Source: an optimization exercise on an open RTL-to-GDS flow (aim: small area, a short achievable clock period and few clock cycles per item). Production flows keep margins and buffers that such runs may drop. Only simulation tests tie the RTL to the original design; equivalence was not proved. No driver is modelled on the clock port, so clocking that relies on it looks cheaper here than on a real chip. Power and IR drop assume default switching activity.

==> design/flow/design.v <==
`timescale 1ns / 1ps
package wsht_pkg;
  localparam int unsigned ID_W = 5;
  localparam logic OP_LOAD  = 1'b0;
  localparam logic OP_CLICK = 1'b1;
  typedef struct packed {
    logic probe;   
    logic load;    
    logic move;    
  } wsht_ctrl_t;
endpackage
`timescale 1ns / 1ps
module wsht_cell
#(
  parameter int unsigned COORD_BITS = 12
) (
  input  logic                  clk_i,
  input  logic                  we_i,
  input  logic [COORD_BITS-1:0] xl_i,
  input  logic [COORD_BITS-1:0] yl_i,
  input  logic [COORD_BITS-1:0] xh_i,
  input  logic [COORD_BITS-1:0] yh_i,
  input  logic [COORD_BITS-1:0] px_i,
  input  logic [COORD_BITS-1:0] py_i,
  output logic [3:0]            hit_o    
);
  logic [COORD_BITS-1:0] xl_q, yl_q, xh_q, yh_q;
  logic                  ge_xl, le_xh, ge_yl, le_yh;
  wsht_ge #(.W(COORD_BITS)) u_ge_xl (.a_i(px_i), .b_i(xl_q), .ge_o(ge_xl));
  wsht_ge #(.W(COORD_BITS)) u_le_xh (.a_i(xh_q), .b_i(px_i), .ge_o(le_xh));
  wsht_ge #(.W(COORD_BITS)) u_ge_yl (.a_i(py_i), .b_i(yl_q), .ge_o(ge_yl));
  wsht_ge #(.W(COORD_BITS)) u_le_yh (.a_i(yh_q), .b_i(py_i), .ge_o(le_yh));
  assign hit_o = {le_yh, ge_yl, le_xh, ge_xl};
  always_ff @(posedge clk_i) begin
    if (we_i) begin
      xl_q <= xl_i;
      yl_q <= yl_i;
      xh_q <= xh_i;
      yh_q <= yh_i;
    end
  end
endmodule
module wsht_ge
#(
  parameter int unsigned W = 12
) (
  input  logic [W-1:0] a_i,
  input  logic [W-1:0] b_i,
  output logic         ge_o
);
  localparam int unsigned L = (W > 1) ? $clog2(W) : 1;
  logic [W-1:0] gt [L+1];
  logic [W-1:0] gq [L+1];
  assign gt[0] = a_i & ~b_i;
  assign gq[0] = a_i | ~b_i;
  for (genvar l = 0; l < L; l++) begin : g_lvl
    localparam int unsigned N = (W + (1 << l) - 1) >> l;
    for (genvar k = 0; k < W; k++) begin : g_rng
      if (2 * k + 1 < N) begin : g_join
        assign gt[l+1][k] = gt[l][2*k+1] | (gq[l][2*k+1] & gt[l][2*k]);
        assign gq[l+1][k] = gt[l][2*k+1] | (gq[l][2*k+1] & gq[l][2*k]);
      end else if (2 * k < N) begin : g_pass
        assign gt[l+1][k] = gt[l][2*k];
        assign gq[l+1][k] = gq[l][2*k];
      end else begin : g_none
        assign gt[l+1][k] = 1'b0;
        assign gq[l+1][k] = 1'b0;
      end
    end
  end
  assign ge_o = gq[L][0];
endmodule
`timescale 1ns / 1ps
module window_stack_hit_test_move_to_front_top
#(
  parameter int unsigned MAX_WINDOWS = 16,
  parameter int unsigned COORD_BITS  = 12
) (
  input  logic                  clk_i,
  input  logic                  rst_ni,
  input  logic                  in_valid_i,
  output logic                  in_ready_o,
  input  logic                  in_operation_i,
  input  logic [COORD_BITS-1:0] in_x_low_i,
  input  logic [COORD_BITS-1:0] in_y_low_i,
  input  logic [COORD_BITS-1:0] in_x_high_i,
  input  logic [COORD_BITS-1:0] in_y_high_i,
  output logic                  out_valid_o,
  input  logic                  out_ready_i,
  output logic [4:0]            out_window_id_o,
  output logic                  out_ignored_o,
  output logic                  out_store_full_o
);
  localparam int unsigned NW   = MAX_WINDOWS;
  localparam int unsigned ID_W = wsht_pkg::ID_W;
  logic                  busy_q;       
  logic                  ready_q;      
  logic                  out_valid_q;  
  logic                  accept;
  logic [NW-1:0]         used_q;       
  logic [NW-1:0]         free_first;   
  logic [3:0]            hit_b [NW];
  logic                  is_full;
  logic                  is_load;
  assign accept  = in_valid_i && !busy_q;
  logic [NW-1:0] wr_slot_q;
  logic [NW-1:0] used_d;
  logic          busy_d;
  assign is_load = (in_operation_i == wsht_pkg::OP_LOAD);
  assign is_full = used_q[NW-1];
  for (genvar i = 0; i < NW; i++) begin : g_slot
    if (i == 0) begin : g_first
      assign free_first[i] = !used_q[i];
    end else begin : g_rest
      assign free_first[i] = !used_q[i] && used_q[i-1];
    end
    wsht_cell #(
      .COORD_BITS (COORD_BITS)
    ) u_cell (
      .clk_i   (clk_i),
      .we_i    (in_valid_i && is_load && wr_slot_q[i]),
      .xl_i    (in_x_low_i),
      .yl_i    (in_y_low_i),
      .xh_i    (in_x_high_i),
      .yh_i    (in_y_high_i),
      .px_i    (in_x_low_i),
      .py_i    (in_y_low_i),
      .hit_o   (hit_b[i])
    );
  end
  logic [3:0]    hb_q [NW];     
  logic          s2_click_q;    
  logic          s2_load_q;     
  logic          s2_full_q;     
  assign used_d = (accept && is_load) ? {used_q[NW-2:0], 1'b1} : used_q;
  always_ff @(posedge clk_i or negedge rst_ni) begin
    if (!rst_ni) begin
      used_q     <= '0;
      wr_slot_q  <= '0;
      s2_click_q <= 1'b0;
      s2_load_q  <= 1'b0;
      s2_full_q  <= 1'b0;
    end else begin
      s2_click_q <= accept && !is_load;
      s2_load_q  <= accept && is_load && !is_full;
      s2_full_q  <= accept && is_load && is_full;
      used_q     <= used_d;
      for (int i = 0; i < NW; i++) begin
        wr_slot_q[i] <= !busy_d && !used_d[i] && (i == 0 || used_d[(i + NW - 1) % NW]);
      end
    end
  end
  always_ff @(posedge clk_i) begin
    for (int i = 0; i < NW; i++) hb_q[i] <= {hit_b[i][3:1], hit_b[i][0] & used_q[i]};
  end
  logic [NW-1:0] above_q [NW];
  logic [NW-1:0] hit;           
  logic [NW-1:0] newest;        
  logic [NW-1:0] blocked;       
  logic [NW-1:0] top;           
  for (genvar i = 0; i < NW; i++) begin : g_newest
    if (i == NW - 1) begin : g_last
      assign newest[i] = used_q[i];
    end else begin : g_rest
      assign newest[i] = used_q[i] && !used_q[i+1];
    end
  end
  for (genvar i = 0; i < NW; i++) begin : g_hit
    assign hit[i] = &hb_q[i];
  end
  logic [NW-1:0] above_n [NW];
  logic [NW-1:0] top_q;
  for (genvar i = 0; i < NW; i++) begin : g_row
    for (genvar j = 0; j < NW; j++) begin : g_col
      if (j > i) begin : g_pair
        assign above_n[i][j] = top_q[i] | (above_q[i][j] & ~top_q[j]);
        always_ff @(posedge clk_i) begin
          above_q[i][j] <= above_n[i][j];
        end
      end else begin : g_none
        assign above_n[i][j] = 1'b0;
      end
    end
  end
  always_comb begin
    for (int i = 0; i < NW; i++) begin
      blocked[i] = 1'b0;
      for (int j = 0; j < NW; j++) begin
        if (j < i) blocked[i] = blocked[i] | (hit[j] &  above_n[j][i]);
        if (j > i) blocked[i] = blocked[i] | (hit[j] & ~above_n[i][j]);
      end
    end
  end
  assign top = ({NW{s2_click_q}} & hit & ~blocked) | ({NW{s2_load_q}} & newest);
  logic          s3_valid_q;
  logic          s3_ign_q;
  logic          s3_full_q;
  always_ff @(posedge clk_i or negedge rst_ni) begin
    if (!rst_ni) begin
      s3_valid_q <= 1'b0;
    end else begin
      s3_valid_q <= s3_next;
    end
  end
  always_ff @(posedge clk_i) begin
    top_q     <= top;
    s3_ign_q  <= s2_click_q && !(|hit);
    s3_full_q <= s2_full_q;
  end
  logic [ID_W-1:0] res_id;
  always_comb begin
    res_id = '0;
    for (int i = 0; i < NW; i++) begin
      if (top_q[i]) res_id = res_id | ID_W'(i + 1);
    end
  end
  localparam int unsigned QD = 4;
  localparam int unsigned EW = ID_W + 2;
  logic [EW-1:0] q_data [QD];
  logic [QD-1:0] q_valid;
  logic [EW-1:0] sh_data [QD];
  logic [QD-1:0] sh_valid;
  logic [EW-1:0] nx_data [QD];
  logic [QD-1:0] nx_valid;
  logic          pop;
  logic          put;
  assign pop = q_valid[0] && out_ready_i;
  always_comb begin
    for (int k = 0; k < QD; k++) begin
      if (pop) begin
        sh_data[k]  = (k + 1 < QD) ? q_data[(k + 1) % QD] : q_data[k];
        sh_valid[k] = (k + 1 < QD) ? q_valid[(k + 1) % QD] : 1'b0;
      end else begin
        sh_data[k]  = q_data[k];
        sh_valid[k] = q_valid[k];
      end
    end
    put = s3_valid_q;
    for (int k = 0; k < QD; k++) begin
      nx_data[k]  = sh_data[k];
      nx_valid[k] = sh_valid[k];
      if (put && !sh_valid[k]) begin
        nx_data[k]  = {res_id, s3_ign_q, s3_full_q};
        nx_valid[k] = 1'b1;
        put         = 1'b0;
      end
    end
  end
  logic s2_next, s3_next;
  assign s2_next = accept;
  assign s3_next = s2_click_q || s2_load_q || s2_full_q;
  assign busy_d = nx_valid[QD-1]
               || (nx_valid[QD-2] && (s2_next || s3_next))
               || (nx_valid[QD-3] && s2_next && s3_next);
  always_ff @(posedge clk_i or negedge rst_ni) begin
    if (!rst_ni) begin
      q_valid     <= '0;
      busy_q      <= 1'b1;
      ready_q     <= 1'b0;
      out_valid_q <= 1'b0;
    end else begin
      q_valid     <= nx_valid;
      busy_q      <= busy_d;
      ready_q     <= !busy_d;
      out_valid_q <= |nx_valid;
    end
  end
  always_ff @(posedge clk_i) begin
    for (int k = 0; k < QD; k++) q_data[k] <= nx_data[k];
  end
  assign in_ready_o       = ready_q;
  assign out_valid_o      = out_valid_q;
  assign out_window_id_o  = q_data[0][EW-1:2];
  assign out_ignored_o    = q_data[0][1];
  assign out_store_full_o = q_data[0][0];
endmodule
==> design/flow/flow/run.sh <==
#!/bin/bash
# Standard layout (the standard.sh, standard synthesis unchanged) with
# resizer options changed: repair may swap a cell for any footprint, the
# port buffers are plain buffers instead of delay cells, and after CTS the
# setup repair runs a few more passes (flow/post_cts.tcl).
set -uo pipefail
bash standard.sh MATCH_CELL_FOOTPRINT=0 \
  "BUFFER_PORTS_ARGS=-buffer_cell sky130_fd_sc_hd__buf_4" \
  "POST_CTS_TCL=$PWD/flow/post_cts.tcl" \
  finish > standard.log 2>&1
==> design/flow/flow/post_cts.tcl <==
# Extra setup repair passes after CTS: the single pass in cts.tcl stops
# early, well short of the setup margin. Placement is legalized afterwards.
estimate_parasitics -placement
for {set pass 0} {$pass < 3} {incr pass} {
  repair_timing -setup -setup_margin $::env(SETUP_SLACK_MARGIN) \
    -repair_tns 100 -verbose
}
detailed_placement
check_placement -verbose
estimate_parasitics -placement
report_worst_slack -max
==> design/flow/standard.sh <==
#!/bin/bash
# synth_recipe.tcl (not shown) runs the flow's synth.tcl, then flattens the netlist and writes it again
# the make line also repeats each setting of config.mk as NAME=value (left out here)
make -C /OpenROAD-flow-scripts/flow DESIGN_CONFIG=/design/flow/config.mk WORK_HOME=/design/flow/orfs CLKGATE_MAP_FILE= SYNTH_SCRIPT=/design/flow/synth_recipe.tcl "${@:-finish}"
==> design/flow/config.mk <==
export PLATFORM = sky130hd
export DESIGN_NAME = window_stack_hit_test_move_to_front_top
export DESIGN_NICKNAME = window_stack_hit_test_move_to_front_top
export VERILOG_FILES = /design/flow/design.v
export SDC_FILE = /design/flow/constraint.sdc
export NUM_CORES = 4
export LEC_CHECK = 0
export CAP_MARGIN = 20
export CORE_MARGIN = 2
export CORE_UTILIZATION = 40
export CTS_CLUSTER_DIAMETER = 120
export CTS_CLUSTER_SIZE = 22
export PLACE_DENSITY = 0.6
export SETUP_SLACK_MARGIN = 2.45
export SLEW_MARGIN = 20
==> design/flow/constraint.sdc <==
create_clock -name core_clock -period 4.5 [get_ports {clk_i}]
set_input_delay 0.9000 -clock core_clock [delete_from_list [all_inputs] [get_ports {clk_i}]]
set_output_delay 0.9000 -clock core_clock [all_outputs]
set_load 0.01 [all_outputs]
==> impl_metrics.ini, run 1 <==
[synthesis]
synth_edf_count = 796
synthesis.area_mm2 = 0.04551
synth_seq_area_share_pct = 63.78
synthFlopType = edfxtp_1
avgSynthCellArea_um2 = 12.23
synth_nets = 3775
synth-seq-cells = 1041
synthArstFlopShare_pct = 4.131
ys_types = 68
ys_warn_count = 18
postSynthCellCount = 3722

[floorplanning]
ios = 62
start_util_pct = 40.40
die_w_um = 341.3
die_y_um = 341.3
die_area_mm2 = 0.1165
core_mm2 = 0.1127
rows = 123

[clock_tree]
worstSkewPairLatency_ns = 0.69
path_clk_slew_ns = 0.09
cts_sinks = 1041
cts_tree = built

[placement]
portBuffers = 61
placed_cell_area_mm2 = 0.04772
place_hpwl_mm = 78.34
gp_congestion = 0.9125

[routing]
wire_per_inst_um = 24.83
drc = 0
viasPerCell = 5.884
dr.pass1.iters = 5
route.vias.total = 31120
ant_nets = 0
routed_wl_mm = 131.3
drt_iter0_markers = 3279

[timing]
fin_tns_setup_ns = 0
post-route-period-util_pct = 46.98
hold_violations = 0
drv_slew = 0
min_period_ns = 2.114
rsz0062_at_grt = yes
fin_worst_skew_ns = 0.02813
finalSetupViolCount = 0
fmax_mhz = 473.0
slew-limit-headroom_pct = 37.56
worst_pin_slew_ns = 0.9336

[global_routing]
overflow = 0
grt_max_degree = 75
grt_use_total_pct = 21.82
grt_pass1_wl_mm = 190.8
first_global_vias = 28940
antenna_found_initial = 1

[critical_path]
cp_data_required_time_ns = 3.60
end_kind = output pin
path_cells = buf_6
cp_num_buf_inv = 1
arrival_ns = 1.21
crit_family = flip-flops
start_kind = flop
max_stage_delay_ns = 0.42
critPathKind = reg -> out
critPathMaxFanout = 1
cp_slowest_cell = dfrtp_1

[cells_and_area]
regArea_mm2 = 0.02905
multi_input_area_mm2 = 0.01522
stdcell_area_mm2 = 0.05023
layout.nets = 3798
drive_gt1_share_pct = 11.40
num-fill-cells = 10200
syn2layout_area_growth_pct = 10.37

[outcome]
status = no timing/DRC/antenna violations

[power]
power_density_mw_per_mm2 = 441.9
leakagePower_uw = 0.01723
vdd_drop_max_mv = 0.2975

[hold_path]
hp-class = in -> async

[run]
drv_cap = 0
==> report_power, final <==
part	internal [uW]	total (uW)	switching, uW
logic	1560	4220	2670
clock network	2310	5390	3080
registers	11800	12600	805
==> per-layer routing <==
| metal | share of wire [%] | track usage (%) | vias to the layer above |
|---|---|---|---|
| li1 | - | - | 14210 |
| met1 | 44 | 32.15 | 15380 |
| met2 | 44 | 33.22 | 1307 |
| met3 | 8.6 | 3.333 | 223 |
| met4 | 3.1 | 6.544 | 0 |
| met5 | 0 | 0 | - |
==> metrics by stage <==
| stage | util (%) | instances | hold slack (ns) | power [uW] | setup WS [ns] |
|---|---|---|---|---|---|
| 6_report | 44.59 | 5289 | 0.2004 | 22200 | 2.386 |
| 5_1_grt | 44.58 | 5288 | 0.2177 | 23100 | 2.318 |
| 3_5_place_dp | 42.36 | 5126 | 0.3491 | 16740 | 1.234 |
| 3_3_place_gp | 42.36 | 5126 | 0.3511 | 16670 | 1.243 |
| 2_1_floorplan | - | 3722 | 0.3390 | 15120 | 2.298 |
==> cells in the mapped netlist, types with 29 or more instances <==
master     count  share of area, %
inv_1        244               2.0
edfxtp_1     796                53
a2bb2oi_1     32              0.62
nor2b_1      162               2.2
nor2_1       167               1.4
nor3_1        43              0.47
dfxtp_1      202               8.9
o2111ai_1    106               2.0
o21ai_0      120               1.3
o211ai_1      44              0.73
a22oi_1       67               1.1
o221ai_1      52               1.0
nand2b_1     172               2.4
a21o_1        97               1.6
o22ai_1       76               1.0
a31oi_1       75               1.0
nand2_1      239               2.0
nand4_1       58              0.80
a22o_1        38              0.73
clkbuf_1     157               1.3
a221oi_1      29              0.56
maj3_1       169               3.7
dfrtp_1       42               2.3
a21oi_1      188               2.1
==> flip-flops by register name, indices dropped and copies added, names as in the netlist <==
signal,count
g_slot.u_cell.xh_q,192
g_slot.u_cell.xl_q,192
g_slot.u_cell.yh_q,192
g_slot.u_cell.yl_q,192
above_q,120
hb_q,64
q_data,28
top_q,16
used_q,16
wr_slot_q,16
q_valid,4
busy_q,1
out_valid_q,1
ready_q,1
s2_click_q,1
s2_full_q,1
s2_load_q,1
s3_full_q,1
s3_ign_q,1
s3_valid_q,1
==> final cells by class <==
cell class,instances,area share [%]
Timing Repair Buffer,158,2.905
Multi-Input combinational cell,2235,30.30
Inverter,252,2.078
Clock inverter,6,0.1694
Tap cell,1500,3.737
Sequential cell,1041,57.83
Timing Repair inverter,4,0.04484
Antenna cell,1,0.004982
Clock buffer,92,2.932
==> final timing paths <==
check,startpoint,depth (start not counted),slack (ns),endpoint
max,ready_q,1,2.39,in_ready_o
min,rst_ni,1,0.20,out_valid_q
max reg2reg,top_q[14],8,2.46,top_q[11]
min reg2reg,s2_full_q,0,0.37,s3_full_q
max in group asynchronous,rst_ni,1,3.88,s2_load_q
min in group core_clock,s2_full_q,0,0.37,s3_full_q
==> cell families after synthesis <==
family | share of synthesized area (%)
AO/OA/AOI/OAI | 16.67
flip-flops | 63.78
AND/OR/NAND/NOR | 11.07
buffers and inverters | 3.802
adder cells (fa/ha/maj) | 4.162
multiplexers | 0.5196
==> cells in the final DEF (no fill, tap or decap), types with 53 or more instances in the layout <==
cell	Yosys	layout
edfxtp_1	796	796
nand2_1	239	239
inv_1	244	225
dfxtp_1	202	190
a21oi_1	188	165
nor2_1	167	164
nand2b_1	172	160
nor2b_1	162	156
maj3_1	169	139
buf_4	2	121
o2111ai_1	106	106
o21ai_0	120	100
a21o_1	97	97
o22ai_1	76	74
a31oi_1	75	74
a22oi_1	67	66
nand4_1	58	58
clkbuf_16	0	53
Testbench counts, summed over its fixed seeds: cycles 4,832, items 4,800.
==> run 2, diff against run 1 <==
--- a/design/flow/config.mk
+++ b/design/flow/config.mk
@@ -11,4 +11,5 @@
 export CTS_CLUSTER_DIAMETER = 120
 export CTS_CLUSTER_SIZE = 22
+export GPL_ROUTABILITY_DRIVEN = 0
 export PLACE_DENSITY = 0.6
 export SETUP_SLACK_MARGIN = 2.45
==> impl_metrics.ini, run 2 <==
[outcome]
status = no timing/DRC/antenna violations

[clock_tree]
cts_tree = built
worstSkewPairLatency_ns = 0.69
path_clk_slew_ns = 0.09
cts_sinks = 1041

[hold_path]
hp-class = in -> async

[timing]
fmax_mhz = 473.0
min_period_ns = 2.114
post-route-period-util_pct = 46.98
drv_slew = 0
worst_pin_slew_ns = 0.9336
fin_tns_setup_ns = 0
rsz0062_at_grt = yes
fin_worst_skew_ns = 0.02813
hold_violations = 0
finalSetupViolCount = 0
slew-limit-headroom_pct = 37.56
layout_setup_ws_ns = 2.386

[global_routing]
grt_use_total_pct = 21.82
grt_pass1_wl_mm = 190.8
first_global_vias = 28940
overflow = 0
grt_max_degree = 75
antenna_found_initial = 1

[placement]
place_hpwl_mm = 78.34
portBuffers = 61
post-place-ws_ns = 1.234
placed_cell_area_mm2 = 0.04772

[floorplanning]
rows = 123
start_util_pct = 40.40
core_mm2 = 0.1127
ios = 62
die_y_um = 341.3
die_w_um = 341.3
die_area_mm2 = 0.1165

[synthesis]
yosysTopAreaCell = edfxtp_1
ys_types = 68
ys_top_cells_by_area = edfxtp_1 53%, dfxtp_1 8.9%, maj3_1 3.7%
yosysMostFrequentCell = edfxtp_1
synth_edf_count = 796
postSynthCellCount = 3722
synthArstFlopShare_pct = 4.131
synthFlopType = edfxtp_1
yosysTopAreaCellShare_pct = 52.52
synth-seq-cells = 1041
synth_seq_area_share_pct = 63.78
synthesis.area_mm2 = 0.04551
avgSynthCellArea_um2 = 12.23
synth_nets = 3775
ys_warn_count = 18
ys_top_cells_by_count = 796 x edfxtp_1, 244 x inv_1, 239 x nand2_1

[cells_and_area]
stdcell_area_mm2 = 0.05023
drive_gt1_share_pct = 11.40
final_common_cell = edfxtp_1
final_cell_mix = 796 x edfxtp_1, 239 x nand2_1, 225 x inv_1
final_util_pct = 44.59
syn2layout_area_growth_pct = 10.37
layout.nets = 3798

[routing]
drt_iter0_markers = 3279
drc = 0
ant_nets = 0
viasPerCell = 5.884
dr.pass1.iters = 5
routed_wl_mm = 131.3
wire_per_inst_um = 24.83
route.vias.total = 31120

[critical_path]
path_cells = buf_6
cp_data_required_time_ns = 3.60
max_stage_delay_ns = 0.42
critPathKind = reg -> out
arrival_ns = 1.21
rrSetupSlack_ns = 2.46
crit_family = flip-flops
start_kind = flop
end_kind = output pin
critPathMaxFanout = 1
cp_num_buf_inv = 1
cp_slowest_cell = dfrtp_1

[power]
vdd_drop_max_mv = 0.2975
leakagePower_uw = 0.01723
finalPower_uw = 22200
power_density_mw_per_mm2 = 441.9

[run]
drv_cap = 0
==> run 2: cell counts after synthesis <==
No cell type changed its count.
==> run 2: stage by stage <==
step / hold WS [ns] / instances
2_1_floorplan: 0.3390 / 3722
3_3_place_gp: 0.3511 / 5126
3_5_place_dp: 0.3491 / 5126
5_1_grt: 0.2177 / 5288
6_report: 0.2004 / 5289
==> run 2: final cells by class <==
class,instances,area (um2)
antenna,1,2.502
clock buffer,92,1473
clock inverter,6,85.08
fill,10200,62420
inverter,252,1044
multi-input combinational,2235,15220
sequential,1041,29050
tap,1500,1877
timing repair buffer,158,1459
timing repair inverter,4,22.52
==> run 2: cell families (layout without fill, tap and decap cells) <==
group / after synthesis / in the layout / share of synthesized area, %
AND/OR/NAND/NOR: 956 / 958 / 11.07
multiplexers: 21 / 21 / 0.5196
flip-flops: 1041 / 1041 / 63.78
adder cells (fa/ha/maj): 187 / 187 / 4.162
AO/OA/AOI/OAI: 1069 / 1069 / 16.67
other: 0 / 1 / 0
buffers and inverters: 448 / 512 / 3.802
==> run 2: metal layers <==
metal,track usage (%),share of wire (%)
met4,6.544,3.1
met3,3.333,8.6
met5,0,0
met1,32.15,44
met2,33.22,44
==> run 2: path summary, 6_finish.rpt <==
kind | cells past startpoint | startpoint | to
min reg2reg | 0 | s2_full_q | s3_full_q
max | 1 | ready_q | in_ready_o
max reg2reg | 8 | top_q[14] | top_q[11]
min | 1 | rst_ni | out_valid_q
max in group asynchronous | 1 | rst_ni | s2_load_q
min in group core_clock | 0 | s2_full_q | s3_full_q
==> run 2: power breakdown <==
group          internal (uW)  total [uW]  leakage [uW]  switching, uW
clock network           2310        5390      0.000740           3080
logic                   1560        4220       0.00705           2670
registers              11800       12600       0.00945            805
total                  15700       22200        0.0172           6550
==> run 3, diff against run 2 <==
--- a/design/flow/config.mk
+++ b/design/flow/config.mk
@@ -11,6 +11,5 @@
 export CTS_CLUSTER_DIAMETER = 120
 export CTS_CLUSTER_SIZE = 22
-export GPL_ROUTABILITY_DRIVEN = 0
-export PLACE_DENSITY = 0.6
+export PLACE_DENSITY = 0.66
 export SETUP_SLACK_MARGIN = 2.45
 export SLEW_MARGIN = 20
==> impl_metrics.ini, run 3 <==
[power]
clock_power_share_pct = 24.5
power_density_mw_per_mm2 = 442.9
leakagePower_uw = 0.01723
p_sw_uw = 6609
power_frac_seq_pct = 56.5
vdd_drop_max_mv = 0.3894
p_int_uw = 15650
comb_power_share_pct = 19.0
power_switching_share_pct = 29.69

[placement]
gp_congestion = 0.9253
placed_cell_area_mm2 = 0.04771
portBuffers = 61
dp.cells = 5122
place_hpwl_mm = 78.29

[synthesis]
synth_seq_area_share_pct = 63.78
yosysMostFrequentCell = edfxtp_1
synth_nets = 3775
synth-seq-cells = 1041
ys_top_cells_by_area = edfxtp_1 53%, dfxtp_1 8.9%, maj3_1 3.7%
synthFlopType = edfxtp_1
avgSynthCellArea_um2 = 12.23
ys_types = 68
ys_top_cells_by_count = 796 x edfxtp_1, 244 x inv_1, 239 x nand2_1
synth_edf_count = 796
yosysTopAreaCellShare_pct = 52.52
postSynthCellCount = 3722
ys_warn_count = 18
yosysTopAreaCell = edfxtp_1
synthArstFlopShare_pct = 4.131
synthesis.area_mm2 = 0.04551

[global_routing]
grt_max_degree = 75
overflow = 0
first_global_vias = 29490
antenna_found_initial = 2
grt_use_total_pct = 21.22
grt_pass1_wl_mm = 186.5

[floorplanning]
die_y_um = 341.3
die_w_um = 341.3
core_mm2 = 0.1127
die_area_mm2 = 0.1165
start_util_pct = 40.40
rows = 123
ios = 62

[timing]
post-route-period-util_pct = 46.86
rsz0062_at_grt = yes
hold_violations = 0
finalSetupViolCount = 0
min_period_ns = 2.109
fmax_mhz = 474.2
fin_worst_skew_ns = 0.03824
slew-limit-headroom_pct = 29.66
worst_pin_slew_ns = 1.044
drv_slew = 0
fin_tns_setup_ns = 0

[critical_path]
start_kind = flop
end_kind = output pin
max_stage_delay_ns = 0.40
cp_data_required_time_ns = 3.60
path_cells = buf_6
critPathKind = reg -> out
arrival_ns = 1.21
cp_num_buf_inv = 1
critPathMaxFanout = 1
crit_family = flip-flops
cp_slowest_cell = edfxtp_1

[clock_tree]
cts_sinks = 1041
cts_tree = built
worstSkewPairLatency_ns = 0.71
path_clk_slew_ns = 0.09

[cells_and_area]
fin_cells = 5284
stdcell_area_mm2 = 0.05026
final_cell_mix = 796 x edfxtp_1, 239 x nand2_1, 223 x inv_1
layout.nets = 3791
syn2layout_area_growth_pct = 10.43
final_common_cell = edfxtp_1
drive_gt1_share_pct = 11.26

[routing]
routed_wl_mm = 128.2
route.vias.total = 31500
wire_per_inst_um = 24.27
dr.pass1.iters = 8
drt_iter0_markers = 3270
drc = 0
viasPerCell = 5.961
ant_nets = 0

[run]
drv_cap = 0

[outcome]
status = no timing/DRC/antenna violations

[hold_path]
hp-class = in -> async
run 3: cell counts after synthesis:
Identical to the previous run, type by type.
run 3: area by class of cell:
cell class	instances	area [um2]
clock buffer	94	1501
multi-input combinational	2235	15240
timing repair inverter	5	35.03
clock inverter	6	101.3
sequential	1041	29040
timing repair buffer	149	1399
inverter	252	1057
fill	10130	62400
antenna	2	5.005
tap	1500	1877
run 3: path summary, 6_finish.rpt:
| path | start | endpoint | slack, ns | cells past startpoint |
|---|---|---|---|---|
| min in group core_clock | s2_full_q | s3_full_q | 0.37 | 0 |
| max in group asynchronous | rst_ni | s2_click_q | 3.88 | 1 |
| max | q_data[0][3] | out_window_id_o[1] | 2.39 | 1 |
| min | rst_ni | q_valid[0] | 0.20 | 1 |
| max reg2reg | hb_q[2][3] | top_q[1] | 2.39 | 5 |
| min reg2reg | s2_full_q | s3_full_q | 0.37 | 0 |
run 3: cell families after synthesis:
group	count (synthesis)	share of synthesized area, %
compound gates	1069	16.67
flops	1041	63.78
simple gates	956	11.07
buf+inv	448	3.802
fa+ha+maj	187	4.162
mux	21	0.5196
run 3: power groups by stage:
| stage | combinational, uW | clock (uW) | sequential, uW |
|---|---|---|---|
| floorplan | 2770 | 0 | 12400 |
| global placement | 3910 | 0 | 12700 |
| detailed placement | 3980 | 0 | 12700 |
| global route | 4530 | 5880 | 12700 |
| finish | 4230 | 5450 | 12600 |
run 3: metrics by stage:
| step | hold slack [ns] | util (%) | total power (uW) | setup slack (ns) |
|---|---|---|---|---|
| 6_report | 0.2027 | 44.61 | 22260 | 2.391 |
| 5_1_grt | 0.2139 | 44.61 | 23090 | 2.324 |
| 3_5_place_dp | 0.3498 | 42.35 | 16710 | 1.272 |
| 3_3_place_gp | 0.3442 | 42.35 | 16600 | 1.306 |
| 2_1_floorplan | 0.3390 | - | 15120 | 2.298 |
run 3: routing by layer:
metal	vias to the layer above	share of wire [%]	global-route usage (%)	wire, um
li1	14180	-	-	-
met1	15750	42	29.27	54310
met2	1305	46	33.68	59110
met3	261	7.8	3.661	10040
met4	2	3.7	7.682	4766
met5	-	0.010	0	13
==> run 4, diff against run 3 <==
--- a/design/flow/config.mk
+++ b/design/flow/config.mk
@@ -11,5 +11,5 @@
 export CTS_CLUSTER_DIAMETER = 120
 export CTS_CLUSTER_SIZE = 22
-export PLACE_DENSITY = 0.66
+export PLACE_DENSITY = 0.54
 export SETUP_SLACK_MARGIN = 2.45
 export SLEW_MARGIN = 20
==> impl_metrics.ini, run 4 <==
[synthesis]
synth_seq_area_share_pct = 63.78
synth_top_family_by_area = compound AO/OA/AOI/OAI gates
synthFlopType = edfxtp_1
yosysMostFrequentCell = edfxtp_1
avgSynthCellArea_um2 = 12.23
synthesis.area_mm2 = 0.04551
ys_warn_count = 18
postSynthCellCount = 3722
ys_top_cells_by_count = 796 x edfxtp_1, 244 x inv_1, 239 x nand2_1
synth_nets = 3775
synthSimpleGateAreaFrac_pct = 11.07
yosysTopAreaCellShare_pct = 52.52
synthAdderAreaFrac_pct = 4.162
synth_compound_area_share_pct = 16.67
muxShareOfSynthArea_pct = 0.5196
synth-seq-cells = 1041
synthArstFlopShare_pct = 4.131
synth-xor-area-share_pct = 0
ys_types = 68
yosysTopAreaCell = edfxtp_1
ys_top_cells_by_area = edfxtp_1 53%, dfxtp_1 8.9%, maj3_1 3.7%
synth_edf_count = 796

[global_routing]
overflow = 0
grt_pass1_wl_mm = 198.3
busiest_layer = met2
antenna_found_initial = 1
grt_max_degree = 75
grt_use_total_pct = 22.80
grtUsageMet3_pct = 3.056
met1_usage_pct = 33.74
first_global_vias = 29500
met2_usage_pct = 35.07

[timing]
post-route-period-util_pct = 48.64
worst_pin_slew_ns = 0.9720
fin_worst_skew_ns = 0.02562
min_period_ns = 2.189
fmax_mhz = 456.9
rsz0062_at_grt = yes
fin_tns_setup_ns = 0
drv_slew = 0
finalSetupViolCount = 0
slew-limit-headroom_pct = 34.52
hold_violations = 0

[hold_path]
hp-class = in -> async

[floorplanning]
die_area_mm2 = 0.1165
rows = 123
ios = 62
die_y_um = 341.3
die_w_um = 341.3
start_util_pct = 40.40
core_mm2 = 0.1127

[routing]
viasPerCell = 5.900
routed_wl_mm = 136.1
dr.pass1.iters = 8
route.vias.total = 31210
drc = 0
ant_nets = 0
drt_iter0_markers = 3294
wire_per_inst_um = 25.72

[placement]
portBuffers = 61
place_hpwl_mm = 82.84
gp_congestion = 0.8934

[clock_tree]
cts_tree = built
path_clk_slew_ns = 0.09
worstSkewPairLatency_ns = 0.70
cts_sinks = 1041

[critical_path]
cp_slowest_cell = and2_4
max_stage_delay_ns = 0.83
path_cells = buf_4, clkinvlp_4, nor2_4, and2_4
start_kind = input port
arrival_ns = 2.50
cp_data_required_time_ns = 4.82
critPathMaxFanout = 48
rrSetupSlack_ns = 2.40
end_kind = flop
critPathKind = in -> reg

[cells_and_area]
syn2layout_area_growth_pct = 10.54
layout.nets = 3800
final_cell_mix = 796 x edfxtp_1, 239 x nand2_1, 228 x inv_1
n_antenna_cell = 0
final_util_pct = 44.65
drive_gt1_share_pct = 11.32
final_common_cell = edfxtp_1
num-fill-cells = 10310

[power]
finalPower_uw = 22310
vdd_drop_max_mv = 0.3630
leakagePower_uw = 0.01730
power_density_mw_per_mm2 = 443.4

[outcome]
status = no timing/DRC/antenna violations

[run]
drv_cap = 0
[run 4: final timing paths]
kind	start	to	depth (start not counted)
worst max-delay path	in_valid_i	g_slot[1].u_cell.yl_q[4]	4
worst min-delay path	rst_ni	q_valid[0]	1
worst max register to register	hb_q[14][3]	top_q[7]	4
worst min register to register	s2_full_q	s3_full_q	0
max in group asynchronous	rst_ni	s2_click_q	1
min in group core_clock	s2_full_q	s3_full_q	0
[run 4: cell families after synthesis]
group,Yosys count
and+or+nand+nor,956
AOI/OAI and AO/OA,1069
buffers and inverters,448
DFF,1041
adders and majority gates,187
muxes,21
[run 4: routing by layer]
layer,part of all wire (%),vias up
li1,-,14210
met1,46,15610
met2,44,1186
met3,7.1,202
met4,2.6,2
met5,0.0066,-
[run 4: layout make-up]
class	count	area, um2	share of cell area (%)
clock buffers	93	1476	2.935
flip-flops and latches	1041	29050	57.74
inverters	252	1044	2.074
clock inverters	5	61.31	0.1219
multi-input cells	2235	15220	30.26
repair buffers	162	1560	3.102
well taps	1500	1877	3.731
repair inverters	2	15.01	0.02985
[run 4: where the power goes]
group          leakage, uW  switching, uW  total [uW]  internal [uW]
Combinational      0.00712           2720        4290           1570
Sequential         0.00945            826       12600          11800
Clock             0.000729           3150        5410           2260
[run 4: through the flow]
stage	cell area (um2)	std cells	worst slack (ns)	hold WS [ns]
final	50300	5290	2.311	0.1934
after global routing	50300	5290	2.248	0.2110
after detailed placement	47770	5132	1.150	0.3452
after global placement	47770	5132	1.174	0.3469
after floorplan	46190	3722	2.298	0.3390
[run 4: worst max-delay path: cells and delay by family]
kind | cells | cell delay [ns]
buf+inv | 2 | 0.24
simple gates | 2 | 1.27
==> run 5, diff against run 4 <==
--- a/design/flow/config.mk
+++ b/design/flow/config.mk
@@ -8,8 +8,8 @@
 export CAP_MARGIN = 20
 export CORE_MARGIN = 2
-export CORE_UTILIZATION = 40
+export CORE_UTILIZATION = 45
 export CTS_CLUSTER_DIAMETER = 120
 export CTS_CLUSTER_SIZE = 22
-export PLACE_DENSITY = 0.54
+export PLACE_DENSITY = 0.65
 export SETUP_SLACK_MARGIN = 2.45
 export SLEW_MARGIN = 20
==> impl_metrics.ini, run 5 <==
[outcome]
status = no timing/DRC/antenna violations

[global_routing]
met1_usage_pct = 35.77
busiest_layer = met2
overflow = 0
antenna_found_initial = 7
grtUsageMet3_pct = 3.703
met2_usage_pct = 37.45
first_global_vias = 29190
grt_max_degree = 75
grt_use_total_pct = 24.55
grt_pass1_wl_mm = 190.2

[power]
p_int_uw = 15640
p_sw_uw = 6743
power_density_mw_per_mm2 = 448.0
leakagePower_uw = 0.01722
clock_power_share_pct = 24.1
power_switching_share_pct = 30.12
finalPower_uw = 22390
vdd_drop_max_mv = 0.3485
power_frac_seq_pct = 56.7
comb_power_share_pct = 19.2

[critical_path]
start_kind = flop
cp_data_required_time_ns = 5.12
path_cells = and4_1, o211ai_1, nor4_1, a32o_1
critPathKind = reg -> reg
cp_num_buf_inv = 0
crit_family = simple AND/OR/NAND/NOR gates
max_stage_delay_ns = 0.77
end_kind = flop
cp_slowest_cell = and4_1
arrival_ns = 2.78
critPathMaxFanout = 13

[routing]
dr.pass1.iters = 9
routed_wl_mm = 135.7
wire_per_inst_um = 26.67
ant_nets = 0
route.vias.total = 31650
drc = 0
drt_iter0_markers = 3841
viasPerCell = 6.220

[synthesis]
ys_warn_count = 18
synth_top_family_by_area = compound AO/OA/AOI/OAI gates
avgSynthCellArea_um2 = 12.23
ys_top_cells_by_count = 796 x edfxtp_1, 244 x inv_1, 239 x nand2_1
synthAdderAreaFrac_pct = 4.162
synth_nets = 3775
synthesis.area_mm2 = 0.04551
yosysTopAreaCell = edfxtp_1
postSynthCellCount = 3722
synthArstFlopShare_pct = 4.131
muxShareOfSynthArea_pct = 0.5196
ys_types = 68
yosysTopAreaCellShare_pct = 52.52
yosysMostFrequentCell = edfxtp_1
synth-seq-cells = 1041
ys_top_cells_by_area = edfxtp_1 53%, dfxtp_1 8.9%, maj3_1 3.7%
synth_compound_area_share_pct = 16.67
synthFlopType = edfxtp_1
synth_seq_area_share_pct = 63.78
synthSimpleGateAreaFrac_pct = 11.07
synth_edf_count = 796
synth-xor-area-share_pct = 0

[floorplanning]
die_area_mm2 = 0.1037
core_mm2 = 0.1001
rows = 116
die_w_um = 322.0
die_y_um = 322.0
ios = 62
start_util_pct = 45.44

[cells_and_area]
final_cell_mix = 796 x edfxtp_1, 239 x nand2_1, 224 x inv_1
final_common_cell = edfxtp_1
syn2layout_area_growth_pct = 9.799
layout.nets = 3801
drive_gt1_share_pct = 11.16
stdcell_area_mm2 = 0.04997
n_antenna_cell = 0

[timing]
rsz0062_at_grt = yes
hold_violations = 0
post-route-period-util_pct = 48.08
slew-limit-headroom_pct = 30.11
finalSetupViolCount = 0
drv_slew = 0
fin_worst_skew_ns = 0.03153
min_period_ns = 2.164
worst_pin_slew_ns = 1.037
fin_tns_setup_ns = 0
fmax_mhz = 462.2

[clock_tree]
path_clk_slew_ns = 0.10
cts_sinks = 1041
worstSkewPairLatency_ns = 0.70
cts_tree = built

[run]
drv_cap = 0

[placement]
placed_cell_area_mm2 = 0.04748
gp_congestion = 0.9799
place_hpwl_mm = 77.35
portBuffers = 61

[hold_path]
hp-class = in -> async
## run 5: changes by cell type in the layout (fill, tap and decap cells not counted), sizes merged
| cell | before | now |
|---|---|---|
| clkbuf | 95 | 94 |
| and2 | 19 | 33 |
| inv | 237 | 233 |
| nor2 | 167 | 168 |
| clkinvlp | 17 | 24 |
| buf | 160 | 144 |
## run 5: logic make-up after synthesis
group	Yosys count
mux	21
buf+inv	448
fa+ha+maj	187
simple gates	956
compound gates	1069
flops	1041
## run 5: path summary, 6_finish.rpt
check	depth (start not counted)	start	slack, ns	endpoint
setup / recovery	4	hb_q[4][1]	2.34	top_q[4]
hold / removal	1	rst_ni	0.20	out_valid_q
setup reg to reg	4	hb_q[4][1]	2.34	top_q[4]
hold reg to reg	0	s2_full_q	0.37	s3_full_q
max in group asynchronous	1	rst_ni	3.92	wr_slot_q[4]
min in group core_clock	0	s2_full_q	0.37	s3_full_q
## run 5: area by class of cell
type	count	area, um2
fillers	8691	50180
flip-flops and latches	1041	29040
multi-input cells	2250	15360
well taps	1298	1624
clock buffers	94	1523
repair buffers	144	1309
inverters	252	1044
repair inverters	6	42.54
clock inverters	4	28.78
## run 5: per-stage QoR
step,instances,worst slack [ns],hold slack [ns],util (%)
after detailed placement,4924,1.253,0.3451,47.41
after global routing,5089,2.318,0.2354,49.90
final,5089,2.336,0.2003,49.90
after floorplan,3722,2.298,0.3390,-
after global placement,4924,1.273,0.3510,47.41
## run 5: worst reg2reg max path, cell delays in order (launching register included)
cell and delay, ns:
dfxtp_1 0.47, and4_1 0.77, o211ai_1 0.23, nor4_1 0.43, a32o_1 0.19
## run 5: metal layers
layer  wire length [um]  share of wire, %  up-vias
li1                   -                 -    14210
met1              57500                42    15590
met2              59800                44     1546
met3              12960               9.5      287
met4               5368               4.0       14
met5                 92             0.068        -
## run 5: power groups by stage
stage	Sequential [uW]	Combinational, uW	Clock [uW]
floorplan	12400	2770	0
global placement	12700	3930	0
detailed placement	12700	3970	0
global route	12800	4600	5790
finish	12700	4300	5400
==> run 6, diff against run 5 <==
--- a/design/flow/config.mk
+++ b/design/flow/config.mk
@@ -8,8 +8,8 @@
 export CAP_MARGIN = 20
 export CORE_MARGIN = 2
-export CORE_UTILIZATION = 45
+export CORE_UTILIZATION = 35
 export CTS_CLUSTER_DIAMETER = 120
 export CTS_CLUSTER_SIZE = 22
-export PLACE_DENSITY = 0.65
+export PLACE_DENSITY = 0.55
 export SETUP_SLACK_MARGIN = 2.45
 export SLEW_MARGIN = 20
==> impl_metrics.ini, run 6 <==
[cells_and_area]
final_cell_mix = 796 x edfxtp_1, 238 x nand2_1, 225 x inv_1
syn2layout_area_growth_pct = 11.82
stdcell_area_mm2 = 0.05089
final_common_cell = edfxtp_1
layout.nets = 3826
drive_gt1_share_pct = 12.13

[critical_path]
endpoint = out_window_id_o[0]
max_stage_delay_ns = 0.41
cp_num_buf_inv = 1
rrSetupSlack_ns = 2.46
arrival_ns = 1.25
critPathKind = reg -> out
critPathMaxFanout = 1
r2r-end = s3_ign_q
cp_slowest_cell = edfxtp_1
crit_family = flip-flops
start_kind = flop
cp_data_required_time_ns = 3.60
setup.worst_path.start = q_data[0][2]
reg2regPathDepth = 6
path_depth = 1
rr_startpoint = hb_q[5][3]
path_cells = buf_6
end_kind = output pin

[synthesis]
yosysTopAreaCell = edfxtp_1
avgSynthCellArea_um2 = 12.23
synth_compound_area_share_pct = 16.67
ys_top_cells_by_count = 796 x edfxtp_1, 244 x inv_1, 239 x nand2_1
synthAdderAreaFrac_pct = 4.162
synthFlopType = edfxtp_1
synth_edf_count = 796
synth_nets = 3775
synth-xor-area-share_pct = 0
yosysTopAreaCellShare_pct = 52.52
synthSimpleGateAreaFrac_pct = 11.07
synthArstFlopShare_pct = 4.131
synth_seq_area_share_pct = 63.78
ys_types = 68
ys_top_cells_by_area = edfxtp_1 53%, dfxtp_1 8.9%, maj3_1 3.7%
yosysMostFrequentCell = edfxtp_1
muxShareOfSynthArea_pct = 0.5196
synthesis.area_mm2 = 0.04551
ys_warn_count = 18
synth-seq-cells = 1041
postSynthCellCount = 3722
synth_top_family_by_area = compound AO/OA/AOI/OAI gates

[timing]
rsz0062_at_grt = yes
drv_slew = 0
hold_violations = 0
min_period_ns = 2.149
holdWs_ns = 0.1694
post-route-period-util_pct = 47.76
finalSetupViolCount = 0
fin_worst_skew_ns = 0.06643
fmax_mhz = 465.3
fin_tns_setup_ns = 0
slew-limit-headroom_pct = 35.25
worst_pin_slew_ns = 0.9699

[routing]
dr.pass1.iters = 6
drt_iter0_markers = 3528
routed_wl_mm = 142.9
drc = 0
wire_per_inst_um = 25.71
ant_nets = 0
route.vias.total = 31500
viasPerCell = 5.665

[power]
p_int_uw = 15740
power_frac_seq_pct = 56.0
power_density_mw_per_mm2 = 445.3
vdd_drop_max_mv = 0.3189
leakagePower_uw = 0.01742
comb_power_share_pct = 19.5
p_sw_uw = 6922
clock_power_share_pct = 24.5
power_switching_share_pct = 30.54

[floorplanning]
core_mm2 = 0.1293
die_w_um = 364.6
die_y_um = 364.6
rows = 132
start_util_pct = 35.19
ios = 62
die_area_mm2 = 0.1329

[outcome]
status = no timing/DRC/antenna violations

[hold_path]
hp-class = in -> async

[placement]
gp_congestion = 0.9076
placed_cell_area_mm2 = 0.04802
portBuffers = 61
place_hpwl_mm = 80.84

[clock_tree]
cts_tree = built
path_clk_slew_ns = 0.09
cts_sinks = 1041
worstSkewPairLatency_ns = 0.73

[run]
drv_cap = 0

[global_routing]
antenna_found_initial = 9
overflow = 0
first_global_vias = 29560
grt_use_total_pct = 19.77
grt_max_degree = 61
grt_pass1_wl_mm = 195.5
## run 6: how the worst min path moves through the flow
stage	startpoint	to	slack, ns	depth (start not counted)
floorplan	s2_full_q	s3_full_q	0.34	0
global placement	s2_full_q	s3_full_q	0.35	0
finish	rst_ni	out_valid_q	0.17	1
global route	rst_ni	q_valid[0]	0.19	1
detailed placement	s2_full_q	s3_full_q	0.35	0
## run 6: metal layers
| layer | GRT usage, % | wire length (um) | share of wire [%] |
|---|---|---|---|
| met1 | 27.80 | 61990 | 43 |
| met2 | 31.49 | 65530 | 46 |
| met3 | 3.052 | 10840 | 7.6 |
| met4 | 5.915 | 4498 | 3.1 |
| met5 | 0 | 81 | 0.057 |
## run 6: area by class of cell
type,count,area [um2]
diodes,2,5.005
flip-flops and latches,1041,29050
repair buffers,171,1587
clock buffers,93,1498
inverters,252,1057
fillers,12200,78430
clock inverters,5,118.9
repair inverters,4,30.03
well taps,1742,2180
multi-input cells,2250,15360
## run 6: per-stage QoR
| step | utilization [%] | power (uW) | setup slack [ns] | std cells |
|---|---|---|---|---|
| 6_report | 39.35 | 22660 | 2.351 | 5560 |
| 5_1_grt | 39.35 | 23560 | 2.283 | 5558 |
| 3_5_place_dp | 37.13 | 16790 | 1.251 | 5367 |
| 3_3_place_gp | 37.13 | 16730 | 1.255 | 5367 |
| 2_1_floorplan | - | 15120 | 2.298 | 3722 |
## run 6: power by group through the flow
stage / clock network, uW / logic, uW / registers [uW]
2_1_floorplan: 0 / 2770 / 12400
3_3_place_gp: 0 / 4010 / 12700
3_5_place_dp: 0 / 4050 / 12700
5_1_grt: 6010 / 4740 / 12800
6_report: 5550 / 4420 / 12700
## run 6: cell families after synthesis
group	Yosys count
AO/OA/AOI/OAI	1069
flip-flops	1041
AND/OR/NAND/NOR	956
buffers and inverters	448
adder cells (fa/ha/maj)	187
multiplexers	21
==> run 7, diff against run 6 <==
--- a/design/flow/config.mk
+++ b/design/flow/config.mk
@@ -8,8 +8,8 @@
 export CAP_MARGIN = 20
 export CORE_MARGIN = 2
-export CORE_UTILIZATION = 35
+export CORE_UTILIZATION = 40
 export CTS_CLUSTER_DIAMETER = 120
 export CTS_CLUSTER_SIZE = 22
-export PLACE_DENSITY = 0.55
-export SETUP_SLACK_MARGIN = 2.45
+export PLACE_DENSITY = 0.6
+export SETUP_SLACK_MARGIN = 2.4
 export SLEW_MARGIN = 20
==> impl_metrics.ini, run 7 <==
[hold_path]
hp-class = in -> async

[synthesis]
synth-seq-cells = 1041
synthFlopType = edfxtp_1
synth_nets = 3775
synth_seq_area_share_pct = 63.78
synthesis.area_mm2 = 0.04551
avgSynthCellArea_um2 = 12.23
yosysTopAreaCellShare_pct = 52.52
ys_top_cells_by_area = edfxtp_1 53%, dfxtp_1 8.9%, maj3_1 3.7%
ys_warn_count = 18
synthArstFlopShare_pct = 4.131
postSynthCellCount = 3722
ys_top_cells_by_count = 796 x edfxtp_1, 244 x inv_1, 239 x nand2_1
yosysMostFrequentCell = edfxtp_1
ys_types = 68
yosysTopAreaCell = edfxtp_1
synth_edf_count = 796

[routing]
route.vias.total = 31340
drt_iter0_markers = 3578
dr.pass1.iters = 7
viasPerCell = 5.944
wire_per_inst_um = 25.18
ant_nets = 0
routed_wl_mm = 132.7
drc = 0

[timing]
hold_violations = 0
worst_pin_slew_ns = 0.9813
fin_worst_skew_ns = 0.03993
layout_setup_ws_ns = 2.267
fmax_mhz = 447.8
finalSetupViolCount = 0
slew-limit-headroom_pct = 34.49
rsz0062_at_grt = yes
holdWs_ns = 0.2049
fin_tns_setup_ns = 0
min_period_ns = 2.233
post-route-period-util_pct = 49.62
drv_slew = 0

[global_routing]
antenna_found_initial = 3
grt_use_total_pct = 22.26
overflow = 0
first_global_vias = 29890
grt_pass1_wl_mm = 194.7
grt_max_degree = 75

[power]
power_density_mw_per_mm2 = 445.0
finalPower_uw = 22230
leakagePower_uw = 0.01715
vdd_drop_max_mv = 0.3059

[critical_path]
max_stage_delay_ns = 0.62
rr_startpoint = hb_q[14][3]
cp_num_buf_inv = 0
arrival_ns = 2.81
crit_family = compound AO/OA/AOI/OAI gates
start_kind = flop
setup.worst_path.start = hb_q[14][3]
end_kind = flop
critPathMaxFanout = 10
critPathKind = reg -> reg
path_cells = nand4_1, o22ai_1, a2111oi_0, a32o_1
cp_data_required_time_ns = 5.07
cp_slowest_cell = o22ai_1

[placement]
place_hpwl_mm = 81.95
post-place-ws_ns = 1.156
gp_congestion = 0.9480
portBuffers = 61

[floorplanning]
core_mm2 = 0.1127
die_w_um = 341.3
die_y_um = 341.3
start_util_pct = 40.40
rows = 123
ios = 62
die_area_mm2 = 0.1165

[outcome]
status = no timing/DRC/antenna violations

[cells_and_area]
final_util_pct = 44.35
n_antenna_cell = 0
num-fill-cells = 10290
drive_gt1_share_pct = 10.07
final_cell_mix = 796 x edfxtp_1, 239 x nand2_1, 229 x inv_1
syn2layout_area_growth_pct = 9.777
layout.nets = 3780
final_common_cell = edfxtp_1

[clock_tree]
cts_sinks = 1041
worstSkewPairLatency_ns = 0.71
cts_tree = built
path_clk_slew_ns = 0.09

[run]
drv_cap = 0
[run 7: cell counts after synthesis]
Identical to the previous run, type by type.
[run 7: worst paths after layout]
path                       cells after the start  slack (ns)         to
min reg2reg                                    0        0.37  s3_full_q
max                                            4        2.27   top_q[7]
min in group core_clock                        0        0.37  s3_full_q
min                                            1        0.20    ready_q
max in group asynchronous                      1        3.86  used_q[3]
max reg2reg                                    4        2.27   top_q[7]
[run 7: cell type report]
cell class                 count  area, um2  area share (%)
timing repair buffer         141       1289           2.580
timing repair inverter         4      25.02         0.05009
inverter                     252       1022           2.046
multi-input combinational   2234      15120           30.27
clock inverter                 3      52.55          0.1052
sequential                  1041      29040           58.12
tap                         1500       1877           3.757
clock buffer                  97       1534           3.070
[run 7: layer usage]
layer | track usage, % | vias to the layer above | share of wire [%]
li1 | - | 14160 | -
met1 | 31.41 | 15690 | 44
met2 | 35.62 | 1216 | 45
met3 | 2.789 | 262 | 7.1
met4 | 7.416 | 4 | 3.5
met5 | 0 | - | 0.020
[run 7: metrics by stage]
stage | cell area, um2 | std cells
5_1_grt | 49960 | 5272
6_report | 49960 | 5272
3_5_place_dp | 47690 | 5131
3_3_place_gp | 47690 | 5131
2_1_floorplan | 46040 | 3722
[run 7: kinds of logic after synthesis]
family	after synthesis	synth area share [%]
AOI/OAI and AO/OA	1069	16.67
adders and majority gates	187	4.162
buffers and inverters	448	3.802
DFF	1041	63.78
muxes	21	0.5196
and+or+nand+nor	956	11.07
[run 7: report_power, final]
group,leakage [uW],switching (uW),internal [uW]
Combinational,0.00695,2700,1510
Clock,0.000751,3120,2340
Sequential,0.00945,791,11800
==> run 8, diff against run 7 <==
--- a/design/flow/config.mk
+++ b/design/flow/config.mk
@@ -9,7 +9,7 @@
 export CORE_MARGIN = 2
 export CORE_UTILIZATION = 40
-export CTS_CLUSTER_DIAMETER = 120
-export CTS_CLUSTER_SIZE = 22
+export CTS_CLUSTER_DIAMETER = 130
+export CTS_CLUSTER_SIZE = 26
 export PLACE_DENSITY = 0.6
-export SETUP_SLACK_MARGIN = 2.4
+export SETUP_SLACK_MARGIN = 2.45
 export SLEW_MARGIN = 20
==> impl_metrics.ini, run 8 <==
[floorplanning]
ios = 62
start_util_pct = 40.40
die_area_mm2 = 0.1165
die_w_um = 341.3
rows = 123
die_y_um = 341.3
core_mm2 = 0.1127

[critical_path]
cp_slowest_cell = a31oi_1
reg2regPathDepth = 8
end_kind = flop
critPathKind = in -> reg
path_cells = buf_4, buf_8, nand2b_1, maj3_1, o21ai_0, nor2_1, a31oi_1, nand2_1
rrSetupSlack_ns = 2.47
cp_data_required_time_ns = 5.05
rr_startpoint = top_q[14]
arrival_ns = 2.67
r2r-end = top_q[11]
cp_num_buf_inv = 2
crit_family = compound AO/OA/AOI/OAI gates
start_kind = input port
max_stage_delay_ns = 0.43
critPathMaxFanout = 37

[timing]
drv_slew = 0
fmax_mhz = 472.0
min_period_ns = 2.119
rsz0062_at_grt = yes
finalSetupViolCount = 0
fin_tns_setup_ns = 0
worst_pin_slew_ns = 0.9256
post-route-period-util_pct = 47.08
hold_violations = 0
slew-limit-headroom_pct = 38.29
fin_worst_skew_ns = 0.02811

[synthesis]
synth_seq_area_share_pct = 63.78
yosysTopAreaCellShare_pct = 52.52
ys_warn_count = 18
yosysTopAreaCell = edfxtp_1
avgSynthCellArea_um2 = 12.23
ys_top_cells_by_count = 796 x edfxtp_1, 244 x inv_1, 239 x nand2_1
synth_nets = 3775
ys_types = 68
yosysMostFrequentCell = edfxtp_1
synthArstFlopShare_pct = 4.131
synth_edf_count = 796
synthesis.area_mm2 = 0.04551
postSynthCellCount = 3722
ys_top_cells_by_area = edfxtp_1 53%, dfxtp_1 8.9%, maj3_1 3.7%
synth-seq-cells = 1041
synthFlopType = edfxtp_1

[global_routing]
grt_pass1_wl_mm = 191.1
grt_max_degree = 75
first_global_vias = 28820
grt_use_total_pct = 21.86
antenna_found_initial = 3
overflow = 0

[routing]
viasPerCell = 5.859
drt_iter0_markers = 3377
dr.pass1.iters = 7
ant_nets = 0
drc = 0
routed_wl_mm = 131.5
route.vias.total = 30940
wire_per_inst_um = 24.89

[cells_and_area]
syn2layout_area_growth_pct = 10.03
final_cell_mix = 796 x edfxtp_1, 239 x nand2_1, 225 x inv_1
regArea_mm2 = 0.02905
stdcell_area_mm2 = 0.05008
multi_input_area_mm2 = 0.01522
drive_gt1_share_pct = 11.41
num-fill-cells = 10200
layout.nets = 3795
final_common_cell = edfxtp_1

[placement]
place_hpwl_mm = 78.34
portBuffers = 61
placed_cell_area_mm2 = 0.04772
gp_congestion = 0.9125

[clock_tree]
cts_sinks = 1041
cts_tree = built
path_clk_slew_ns = 0.10
worstSkewPairLatency_ns = 0.68

[run]
drv_cap = 0

[outcome]
status = no timing/DRC/antenna violations

[hold_path]
hp-class = in -> async

[power]
power_density_mw_per_mm2 = 436.7
leakagePower_uw = 0.01716
vdd_drop_max_mv = 0.3098
[run 8: where the power goes]
group	internal (uW)	total, uW	leakage [uW]	switching, uW
combinational	1560	4230	0.00707	2670
clock	2020	5060	0.000645	3040
sequential	11800	12600	0.00945	808
[run 8: area by class of cell]
class	instances	area share, %
Clock inverter	5	0.1174
Multi-Input combinational cell	2235	30.40
Timing Repair inverter	4	0.04498
Tap cell	1500	3.748
Sequential cell	1041	58.01
Antenna cell	3	0.01499
Clock buffer	79	2.589
Inverter	252	2.099
Timing Repair Buffer	162	2.978
[run 8: worst max path at each step]
stage	from	endpoint	cells past startpoint	slack (ns)
6_report	in_x_low_i[10]	hb_q[5][1]	8	2.38
5_1_grt	ready_q	in_ready_o	1	2.30
3_5_place_dp	in_x_low_i[6]	hb_q[11][0]	7	1.23
3_3_place_gp	in_x_low_i[6]	hb_q[11][0]	7	1.24
2_1_floorplan	in_y_low_i[11]	hb_q[13][2]	7	2.30
[run 8: kinds of logic (layout without fill, tap and decap cells)]
group,Yosys count,after routing,synth area share [%]
other cells,0,3,0
flops,1041,1041,63.78
fa+ha+maj,187,187,4.162
simple gates,956,958,11.07
buf+inv,448,502,3.802
compound gates,1069,1069,16.67
mux,21,21,0.5196
[run 8: stage by stage]
stage | cells | utilization [%] | hold slack (ns) | setup WS, ns | total power (uW)
final | 5281 | 44.45 | 0.1990 | 2.381 | 21870
after global routing | 5279 | 44.45 | 0.2044 | 2.303 | 22750
after detailed placement | 5126 | 42.36 | 0.3491 | 1.234 | 16740
after global placement | 5126 | 42.36 | 0.3511 | 1.243 | 16670
after floorplan | 3722 | - | 0.3390 | 2.298 | 15120
[run 8: routing by layer]
metal | wire (um) | up-vias | track usage, %
met3 | 10690 | 202 | 3.472
met2 | 57960 | 1228 | 33.34
li1 | - | 14190 | -
met4 | 4076 | 0 | 6.489
met5 | 0 | - | 0
met1 | 58720 | 15320 | 32.10
==> run 9, diff against run 8 <==
--- a/design/flow/config.mk
+++ b/design/flow/config.mk
@@ -9,6 +9,6 @@
 export CORE_MARGIN = 2
 export CORE_UTILIZATION = 40
-export CTS_CLUSTER_DIAMETER = 130
-export CTS_CLUSTER_SIZE = 26
+export CTS_CLUSTER_DIAMETER = 100
+export CTS_CLUSTER_SIZE = 18
 export PLACE_DENSITY = 0.6
 export SETUP_SLACK_MARGIN = 2.45
==> impl_metrics.ini, run 9 <==
[routing]
viasPerCell = 5.923
wire_per_inst_um = 25.94
drt_iter0_markers = 3631
ant_nets = 0
route.vias.total = 31540
drc = 0
dr.pass1.iters = 7
routed_wl_mm = 138.1

[timing]
holdWs_ns = 0.2231
slew-limit-headroom_pct = 37.70
fin_tns_setup_ns = 0
rsz0062_at_grt = yes
worst_pin_slew_ns = 0.9332
post-route-period-util_pct = 46.58
fmax_mhz = 477.1
drv_slew = 0
hold_violations = 0
finalSetupViolCount = 0
min_period_ns = 2.096
fin_worst_skew_ns = 0.02936

[synthesis]
synthFlopType = edfxtp_1
synthesis.area_mm2 = 0.04551
avgSynthCellArea_um2 = 12.23
ys_top_cells_by_area = edfxtp_1 53%, dfxtp_1 8.9%, maj3_1 3.7%
yosysTopAreaCellShare_pct = 52.52
ys_top_cells_by_count = 796 x edfxtp_1, 244 x inv_1, 239 x nand2_1
yosysMostFrequentCell = edfxtp_1
synth_seq_area_share_pct = 63.78
synth_edf_count = 796
yosysTopAreaCell = edfxtp_1
postSynthCellCount = 3722
synth_nets = 3775
ys_types = 68
synthArstFlopShare_pct = 4.131
synth-seq-cells = 1041
ys_warn_count = 18

[critical_path]
start_kind = flop
max_stage_delay_ns = 0.41
cp_data_required_time_ns = 3.60
end_kind = output pin
cp_num_buf_inv = 1
path_cells = buf_6
critPathKind = reg -> out
cp_slowest_cell = dfrtp_1
critPathMaxFanout = 1
rrSetupSlack_ns = 2.41
arrival_ns = 1.20
crit_family = flip-flops

[floorplanning]
die_area_mm2 = 0.1165
start_util_pct = 40.40
rows = 123
die_y_um = 341.3
core_mm2 = 0.1127
ios = 62
die_w_um = 341.3

[global_routing]
grt_pass1_wl_mm = 191.6
first_global_vias = 29130
antenna_found_initial = 5
grt_max_degree = 75
overflow = 0
grt_use_total_pct = 21.95

[hold_path]
hp-class = in -> async

[cells_and_area]
syn2layout_area_growth_pct = 11.62
stdcell_area_mm2 = 0.05080
regArea_mm2 = 0.02905
final_cell_mix = 796 x edfxtp_1, 239 x nand2_1, 226 x inv_1
drive_gt1_share_pct = 12.06
num-fill-cells = 10150
final_common_cell = edfxtp_1
final_util_pct = 45.09
layout.nets = 3826
multi_input_area_mm2 = 0.01535

[clock_tree]
cts_sinks = 1041
path_clk_slew_ns = 0.08
worstSkewPairLatency_ns = 0.67
cts_tree = built

[run]
drv_cap = 0

[placement]
placed_cell_area_mm2 = 0.04772
place_hpwl_mm = 78.34
gp_congestion = 0.9125
portBuffers = 61

[power]
finalPower_uw = 23240
leakagePower_uw = 0.01751
power_density_mw_per_mm2 = 457.4
vdd_drop_max_mv = 0.2499

[outcome]
status = no timing/DRC/antenna violations
-- run 9: cell count changes in the layout (fill, tap and decap cells not counted), moves of 2 or more --
cell and delta:
clkbuf_1 +13, diode_2 -2, and2_4 +16, clkbuf_16 +23, dfxtp_1 +2, dfxtp_2 -2
buf_4 -5
-- run 9: cell type report --
cell class / instances / area share, %
Antenna cell: 1 / 0.004926
Clock buffer: 115 / 3.781
Clock inverter: 6 / 0.1552
Inverter: 252 / 2.066
Multi-Input combinational cell: 2250 / 30.23
Sequential cell: 1041 / 57.18
Tap cell: 1500 / 3.694
Timing Repair Buffer: 156 / 2.850
Timing Repair inverter: 4 / 0.04433
-- run 9: power breakdown --
group | switching (uW) | total [uW] | internal [uW]
Sequential | 906 | 12700 | 11800
Clock | 3300 | 6260 | 2960
Combinational | 2720 | 4290 | 1570
-- run 9: worst paths after layout --
| kind | endpoint | cells past startpoint | startpoint |
|---|---|---|---|
| worst min-delay path | out_valid_q | 1 | rst_ni |
| min in group core_clock | s3_full_q | 0 | s2_full_q |
| worst max register to register | top_q[1] | 5 | hb_q[6][1] |
| worst max-delay path | in_ready_o | 1 | ready_q |
| max in group asynchronous | s2_load_q | 1 | rst_ni |
| worst min register to register | s3_full_q | 0 | s2_full_q |
-- run 9: layer usage --
metal  GRT usage (%)  share of wire [%]  vias up
li1                -                  -    14300
met1           32.17                 43    15490
met2           33.25                 44     1472
met3           3.456                9.6      270
met4           7.241                3.3       10
met5               0              0.050        -
-- run 9: logic make-up (layout without fill, tap and decap cells) --
group / after synthesis / in the layout / synth area share, %
AO/OA/AOI/OAI: 1069 / 1069 / 16.67
buffers and inverters: 448 / 533 / 3.802
AND/OR/NAND/NOR: 956 / 973 / 11.07
flip-flops: 1041 / 1041 / 63.78
multiplexers: 21 / 21 / 0.5196
adder cells (fa/ha/maj): 187 / 187 / 4.162
other: 0 / 1 / 0
-- run 9: per-stage QoR --
stage               instances  setup WS, ns
floorplan                3722         2.298
global placement         5126         1.243
detailed placement       5126         1.234
global route             5324         2.336
finish                   5325         2.404

what the ideal ports hide:
In the flow no input, the clock included, has a driving cell. The finished layouts below were timed again as built, in two steps. Step 1 sets driving cells, clkbuf_16 on the clock port and buf_2 on the other inputs (assumed; they add their load-dependent delay and slew). Step 2 adds t to the input delays and takes it off the output delays; t is the mean of the earliest and latest rising clock arrival at the registers after step 1. Input paths then give back, and output paths get back, about the clock's delay inside the block. Slacks: no drivers / after step 1 / after step 2; pairs: no drivers / after step 1.
run | t, ns | setup WS [ns] | worst hold slack (ns) | worst setup path at the end | pins driven straight from the clock port
run 1 | 0.741 | 2.386 / 2.315 / 1.752 | 0.200 / 0.183 / 0.372 | input to register | 1
run 2 | 0.741 | 2.386 / 2.315 / 1.752 | 0.200 / 0.183 / 0.372 | input to register | 1
run 3 | 0.758 | 2.391 / 2.321 / 1.723 | 0.203 / 0.196 / 0.371 | input to register | 1
run 4 | 0.754 | 2.311 / 2.321 / 1.599 | 0.193 / 0.165 / 0.364 | input to register | 1
run 5 | 0.752 | 2.336 / 2.308 / 1.762 | 0.200 / 0.168 / 0.371 | input to register | 1
run 6 | 0.769 | 2.351 / 2.276 / 1.718 | 0.169 / 0.122 / 0.375 | input to register | 1
run 7 | 0.751 | 2.267 / 2.267 / 1.651 | 0.205 / 0.164 / 0.375 | input to register | 1
run 8 | 0.736 | 2.381 / 2.315 / 1.682 | 0.199 / 0.182 / 0.375 | input to register | 1
run 9 | 0.726 | 2.404 / 2.332 / 1.782 | 0.223 / 0.205 / 0.370 | input to register | 1
After both steps every run listed still meets setup and hold. The setup slack of run 4, which loses most, moves by +0.010 ns with the drivers and by -0.712 ns with both steps.
